What follows belongs to an exercise in optimizing a design on an open flow for small area, a short achievable clock period and few clock cycles; a production flow would make more cautious choices. The RTL was checked by simulation tests, not by an equivalence proof against the original design.

alpha:
Design magnetometer_frame_heading, start of the top module:
module magnetometer_frame_heading (
	input  logic                                 clk,
	input  logic                                 arst_n,
	input  logic                                 in_valid,
	output logic                                 in_stall,
	input  logic                                 command,
	input  logic [7:0]                           rx_byte,
	output logic                                 out_valid,
	input  logic                                 out_stall,
	output logic                                 send_request,
	output logic                                 frame_done,
	output logic                                 frame_ok,
	output logic [mfh_pkg::DEG_W-1:0]            heading_deg,
	output logic [mfh_pkg::DEG_W-1:0]            tilt_xz_deg,
	output logic [mfh_pkg::DEG_W-1:0]            tilt_yz_deg,
	output logic signed [mfh_pkg::VAL_W-1:0]     field_x,
	output logic signed [mfh_pkg::VAL_W-1:0]     field_y,
	output logic signed [mfh_pkg::VAL_W-1:0]     field_z,
	input  logic                                 cfg_we,
	input  logic [0:0]                           cfg_index,
	input  logic [mfh_pkg::CFG_W-1:0]            cfg_data
);
Settings: LEC_CHECK=0, ABC_AREA=1, CAP_MARGIN=5, CORE_MARGIN=2, CORE_UTILIZATION=45, SETUP_SLACK_MARGIN=3.5, SLEW_MARGIN=5; clock period 7.5 ns.
run.sh (not shown) runs the stock make flow with config.mk's settings and CLKGATE_MAP_FILE= SYNTH_SCRIPT=/design/flow/synth_recipe.tcl, a recipe that flattens the netlist after the stock synthesis.
Testbench counts of alpha, summed over its fixed seeds: cycles 7,288.
diff inputs: alpha => delta
- SLEW_MARGIN now 20, was 5
- PLACE_DENSITY now 0.7, previously not set
- CAP_MARGIN now 20, was 5
## What came out
Pin slew with the least headroom to its limit, delta and alpha: larger value in alpha. [compare] base=alpha new=delta: number of post-CTS setup repair buffers decreased 2, final instance area rose by 400 µm². Changes observed in delta relative to alpha: met3 track utilization from global routing dropped 0.31 points; total global routing track utilization dropped 0.42 points.

* * *

## run A
magnetometer_frame_heading, a different RTL version from the one above (not shown whole).
Size in the first run: about 390 flip-flops, about 120 I/O pins, ~0.034 mm^2 of cells after synthesis.
make LEC_CHECK=0 CAP_MARGIN=20 CORE_MARGIN=2 CORE_UTILIZATION=40 SETUP_SLACK_MARGIN=3.0 SLEW_MARGIN=20 finish   # period 7.5 ns
Run A ran to completion and came out clean on the timing, design-rule and antenna checks.
Testbench counts of run A, summed over its fixed seeds: cycles 7,288.
[inputs] run B vs run A
Settings: SETUP_SLACK_MARGIN: 3.0 -> 3.5; CORE_UTILIZATION: 40 -> 45; ABC_AREA: unset -> 1.
--- outcome ---
Delta (run B minus run A): wire length went up by about 13%; met3 capacity usage during global routing went down by 0.24 points.
--- input diff run B..run C ---
Settings: SETUP_SLACK_MARGIN now 3.0, was 3.5.
Findings:
Run B -> run C: share of the synthesized area in compound gates (AO/OA/AOI/OAI) delta 0, exact match
Of run C and run B, the higher share of the clock period used by the worst path after layout belongs to run C.
Run C ended up with a higher sequential share of layout area than run B did.
Run C against run B: routed metal-1 wirelength has decreased; time the final worst path needs with I/O delays and setup climbed 0.21 ns.
From run B to run C the numbers moved as follows: aggregate routed wire length lost 3800 um, global-route wire length before repair lost 1400 um.

* * *

Setup of red:
RTL: one of the versions met above, not the one the previous note started from.
Size: about 4900 cells after synthesis, ~390 flip-flops, roughly 120 I/O pins.
make LEC_CHECK=0 ABC_AREA=1 CAP_MARGIN=20 CORE_MARGIN=2 CORE_UTILIZATION=45 CTS_BUF_LIST='sky130_fd_sc_hd__clkbuf_4 sky130_fd_sc_hd__clkbuf_8' CTS_CLUSTER_SIZE=20 SETUP_SLACK_MARGIN=3.5 SLEW_MARGIN=20 finish   # period 7.5 ns
Testbench counts of red, summed over its fixed seeds: cycles 7,288.
For blue, these inputs were changed with respect to red:
--- a/flow/config.mk
+++ b/flow/config.mk
@@ -11,4 +11,3 @@
 export CORE_UTILIZATION = 45
-export CTS_BUF_LIST = sky130_fd_sc_hd__clkbuf_4 sky130_fd_sc_hd__clkbuf_8
-export CTS_CLUSTER_SIZE = 20
+export CTS_BUF_LIST = sky130_fd_sc_hd__clkbuf_8
 export SETUP_SLACK_MARGIN = 3.5
Notes after the runs:
blue closes out successfully: all stages finished, all timing, DRC and antenna checks passed.
On blue: period utilization is 0.71 points higher than what red gave.
In terms of sequential share of layout area, blue and red differ only marginally.
Per the comparison of blue with red, net count of the finished layout held steady, sum of met3 wire segment lengths after detailed routing grew by 5.0%, TritonCTS sink count held steady.
Via count: red vs blue — no meaningful difference
Looking at slowest cell on the critical path, the edfxtp_1 result is from red; the nor2_1 one comes from blue.
~same total wire length after detailed routing in blue and red
Compared with red, blue shows a lower worst setup slack.
A timing startpoint of the critical path of in_valid is what blue shows, while b_code_q[0] belongs to red.

* * *

run 1:
Starting RTL as in the previous note.
clock: 7.5 ns
lec_check: 0
abc_area: 1
cap_margin: 20
core_margin: 2
core_utilization: 45
setup_slack_margin: 3.75
slew_margin: 20
Testbench counts of run 1, summed over its fixed seeds: cycles 7,288.
Relative to run 1, the following input files were edited for run 2:
Settings: changing SETUP_SLACK_MARGIN from 3.75 to 3.0.
### Flow results
- Lower minimum clock period after layout among run 2 and run 1: run 1
- For the setup slack of the worst register-to-register path, run 2 came in 0.46 ns lower than run 1 did.
## Diff of input files: run 3 against run 2
Settings: SETUP_SLACK_MARGIN changed from 3.0 to 3.5; CTS_BUF_LIST newly set to sky130_fd_sc_hd__clkbuf_2 sky130_fd_sc_hd__clkbuf_4 sky130_fd_sc_hd__clkbuf_8.
### Flow results
Run 3 ends up with a total global routing track utilization that is 0.80 points higher than in run 2.
In the metrics for run 2 and run 3, the one carrying the lower global-route wire length before repair is run 2.
Final routed wirelength across all metal layers grows by a few percent when moving from run 2 to run 3.
Run 3 has met3 global-route usage above what run 2 had.
What run 4 does differently from run 3 at the input level:
Settings: removing CTS_BUF_LIST (formerly sky130_fd_sc_hd__clkbuf_2 sky130_fd_sc_hd__clkbuf_4 sky130_fd_sc_hd__clkbuf_8); setting TNS_END_PERCENT to 50 for the first time.
==> run summary <==
- The flow did not stop early for run 4: all stages ran, and the layout cleared the timing, design-rule and antenna checks.
- Comparing maximum number of pins on one net before global-route repair for run 3 and run 4, the bigger number came from run 4.
- Cell at the slowest stage of the critical path: sky130_fd_sc_hd__edfxtp_1 -> run 3, sky130_fd_sc_hd__a221oi_1 -> run 4
- Delta (run 4 minus run 3): routed wire length now sits higher, slew at the pin with the worst max-slew slack rose by 0.10 ns.

-- afterwards: timing with drivers on the ports --
In the flow no input, the clock included, has a driving cell. The finished layouts below were timed again as built, in two steps.
Step 1 (the two cells are an assumption about what drives the block):
set clk [get_ports {clk}]
set_driving_cell -lib_cell sky130_fd_sc_hd__clkbuf_16 $clk
set_driving_cell -lib_cell sky130_fd_sc_hd__buf_2 [delete_from_list [all_inputs] $clk]
Step 2 times the ports against the registers' clock, not the clock port: input delays grow and output delays shrink by t, the midpoint of the rising clock arrivals with the driver on.
a / b / c = ideal / step 1 / step 2; a / b = the first two.
| run | t, ns | setup slack, ns | clock arrival spread, ns | slew at the worst register clock pin (ns) |
|---|---|---|---|---|
| alpha | 0.661 | 3.623 / 3.623 / 3.060 | 0.031 / 0.031 | 0.06 / 0.06 |
| delta | 0.658 | 3.551 / 3.551 / 3.053 | 0.024 / 0.024 | 0.06 / 0.06 |
| run A | 0.672 | 3.081 / 3.120 / 2.451 | 0.053 / 0.053 | 0.07 / 0.07 |
| run B | 0.671 | 3.499 / 3.499 / 3.067 | 0.034 / 0.034 | 0.07 / 0.07 |
| run C | 0.659 | 3.286 / 3.286 / 2.681 | 0.023 / 0.024 | 0.06 / 0.06 |
| red | 0.746 | 3.660 / 3.660 / 3.011 | 0.034 / 0.033 | 0.07 / 0.07 |
| blue | 0.741 | 3.607 / 3.642 / 2.901 | 0.039 / 0.038 | 0.07 / 0.07 |
| run 1 | 0.692 | 3.670 / 3.670 / 3.216 | 0.017 / 0.017 | 0.07 / 0.07 |
| run 2 | 0.667 | 3.207 / 3.207 / 2.641 | 0.018 / 0.019 | 0.06 / 0.06 |
| run 3 | 0.746 | 3.660 / 3.660 / 3.011 | 0.034 / 0.033 | 0.07 / 0.07 |
| run 4 | 0.666 | 3.533 / 3.533 / 3.093 | 0.030 / 0.030 | 0.07 / 0.07 |
After both steps setup and hold are still met in every run listed. The setup slack of blue, which loses most, moves by +0.035 ns with the drivers and by -0.706 ns with both steps.
